What follows belongs to an exercise in optimizing a design on an open flow for small area, a short achievable clock period and few clock cycles per item; a production flow would make more cautious choices.
The RTL was checked by simulation tests, not by an equivalence proof against the original design.
Power is estimated from default activity; no workload was simulated.

// matrix_pipeline_mac_top
module matrix_pipeline_mac_top
(
    input  wire logic              clk,
    input  wire logic              rst,
    input  wire logic              start,
    input  wire logic [DATA_W-1:0] a11,
    input  wire logic [DATA_W-1:0] a12,
    input  wire logic [DATA_W-1:0] a13,
    input  wire logic [DATA_W-1:0] a21,
    input  wire logic [DATA_W-1:0] a22,
    input  wire logic [DATA_W-1:0] a23,
    input  wire logic [DATA_W-1:0] a31,
    input  wire logic [DATA_W-1:0] a32,
    input  wire logic [DATA_W-1:0] a33,
    input  wire logic [DATA_W-1:0] b11,
    input  wire logic [DATA_W-1:0] b12,
    input  wire logic [DATA_W-1:0] b13,
    input  wire logic [DATA_W-1:0] b21,
    input  wire logic [DATA_W-1:0] b22,
    input  wire logic [DATA_W-1:0] b23,
    input  wire logic [DATA_W-1:0] b31,
    input  wire logic [DATA_W-1:0] b32,
    input  wire logic [DATA_W-1:0] b33,
    output wire logic [OUT_W-1:0]  c11,
    output wire logic [OUT_W-1:0]  c12,
    output wire logic [OUT_W-1:0]  c13,
    output wire logic [OUT_W-1:0]  c21,
    output wire logic [OUT_W-1:0]  c22,
    output wire logic [OUT_W-1:0]  c23,
    output wire logic [OUT_W-1:0]  c31,
    output wire logic [OUT_W-1:0]  c32,
    output wire logic [OUT_W-1:0]  c33,
    output wire logic              done
);
    logic [DATA_W-1:0] w_a  [N][N];
    logic [DATA_W-1:0] w_b  [N][N];
    logic [DATA_W-1:0] r_a  [N][N];    
    logic [DATA_W+1:1] r_t  [N][N];    
    logic [3:0]        r_s1 [N][N];    
    logic [3:0]        r_s2 [N][N];    
    logic [3:0]        r_s3 [N][N];    
    logic              r_busy;
    logic              r_done;
  ...
Size in the first run: ~470 flip-flops, ~53,000 um2 of cells after synthesis.
clock: 8.0 ns
lec_check: 0
cap_margin: 60
core_margin: 2
core_utilization: 55
slew_margin: 60
synth_hierarchical: 1
run.sh (not shown) runs the stock make flow with config.mk's settings and CLKGATE_MAP_FILE= SYNTH_SCRIPT=/design/flow/synth_recipe.tcl, a recipe that flattens the netlist after the stock synthesis.
Testbench counts at the start, summed over its fixed seeds: cycles 16,000, items 8,000.
Next try:
SETUP_SLACK_MARGIN = 3.8   (was default)
The changed run finished with timing, DRC and antenna clean.
Routed wire length fell by about 0.37%.
Combinational power rose by about 3%.
Critical path depth fell by 1.
Design area rose by about 2.2%.
Next try:
SETUP_SLACK_MARGIN = 3.4   (was 3.8)
After rerunning:
- The changed run completed with no timing, DRC or antenna violations
- flip-flop and latch count stays the same
- critical path depth went up by 1
- wire length went down by 0.37%
- maximum frequency went down by about 8%
- design area went down by about 1.8%
- synthesized cell count is unchanged
- synthesized area does not change
- setup slack gets worse by 0.37 ns
- core utilization went down by 1.1 points

* * *

Another version of the RTL of matrix_pipeline_mac_top (not shown whole).
Size in the first run: roughly 5000 cells after synthesis, roughly 430 flip-flops, about 290 I/O pins, about 52000 um^2 of cells after synthesis.
// matrix_pipeline_mac_top
module matrix_pipeline_mac_top
(
    input  wire logic              clk,
    input  wire logic              rst,
    input  wire logic              start,
    input  wire logic [DATA_W-1:0] a11,
    input  wire logic [DATA_W-1:0] a12,
    input  wire logic [DATA_W-1:0] a13,
    input  wire logic [DATA_W-1:0] a21,
    input  wire logic [DATA_W-1:0] a22,
    input  wire logic [DATA_W-1:0] a23,
    input  wire logic [DATA_W-1:0] a31,
    input  wire logic [DATA_W-1:0] a32,
    input  wire logic [DATA_W-1:0] a33,
    input  wire logic [DATA_W-1:0] b11,
    input  wire logic [DATA_W-1:0] b12,
    input  wire logic [DATA_W-1:0] b13,
    input  wire logic [DATA_W-1:0] b21,
    input  wire logic [DATA_W-1:0] b22,
    input  wire logic [DATA_W-1:0] b23,
    input  wire logic [DATA_W-1:0] b31,
    input  wire logic [DATA_W-1:0] b32,
    input  wire logic [DATA_W-1:0] b33,
    output wire logic [OUT_W-1:0]  c11,
    output wire logic [OUT_W-1:0]  c12,
    output wire logic [OUT_W-1:0]  c13,
    output wire logic [OUT_W-1:0]  c21,
    output wire logic [OUT_W-1:0]  c22,
    output wire logic [OUT_W-1:0]  c23,
    output wire logic [OUT_W-1:0]  c31,
    output wire logic [OUT_W-1:0]  c32,
    output wire logic [OUT_W-1:0]  c33,
    output wire logic              done
);
clock: 8.0 ns
lec_check: 0
cap_margin: 20
core_margin: 2
core_utilization: 40
slew_margin: 20
synth_hierarchical: 1
Testbench counts at the start, summed over its fixed seeds: cycles 16,000, items 8,000.
Then changed:
Settings changed: CAP_MARGIN 20 to 60, CORE_UTILIZATION 40 to 55, SLEW_MARGIN 20 to 60.
Result: The changed run ran to the end with no violations; final area came out lower by about 0.8%; non-clock buffer count came out higher by 1; maximum frequency came out higher by 4.1%.
Then changed:
Settings changed: CORE_UTILIZATION 55 to 40.
Total power is about the same.
Via count rose by 0.34%.
Non-clock buffer count came out higher by 8.
Utilization decreases by 17 points.
Die area increases by about 37%.
Wire length rose by about 8%.
Combinational power hardly moves.
Worst setup slack got worse by 55 ps.
Clock power rises by about 5%.

re-timing with driven ports:
No port has a modelled driver above. Below, the same layouts with a new extraction and two added sets of constraints. Step 1 sets driving cells, clkbuf_16 on the clock port and buf_2 on the other inputs (assumed; they add their load-dependent delay and slew). Step 2 moves the port delays by t, midway between the first and last clock arrival at a register: inputs arrive t later, outputs are due t later. That takes back most of the time a late clock gives input paths. Slacks: ideal ports / drivers / drivers and shift; pairs: ideal ports / drivers.
run | t, ns | setup slack, ns | worst setup path after step 2 | pins driven straight from the clock port
the first run of note 1 | 0.744 | 3.403 / 3.333 / 3.420 | register to register | 1
the second run of note 1 | 0.753 | 3.831 / 3.755 / 3.846 | register to register | 1
the third run of note 1 | 0.742 | 3.463 / 3.388 / 3.494 | register to register | 1
the first run of note 2 | 0.742 | 2.766 / 2.766 / 2.766 | register to register | 1
the second run of note 2 | 0.716 | 2.972 / 2.972 / 2.972 | register to register | 1
the third run of note 2 | 0.742 | 2.917 / 2.917 / 2.917 | register to register | 1
After both steps every run listed still meets setup and hold.
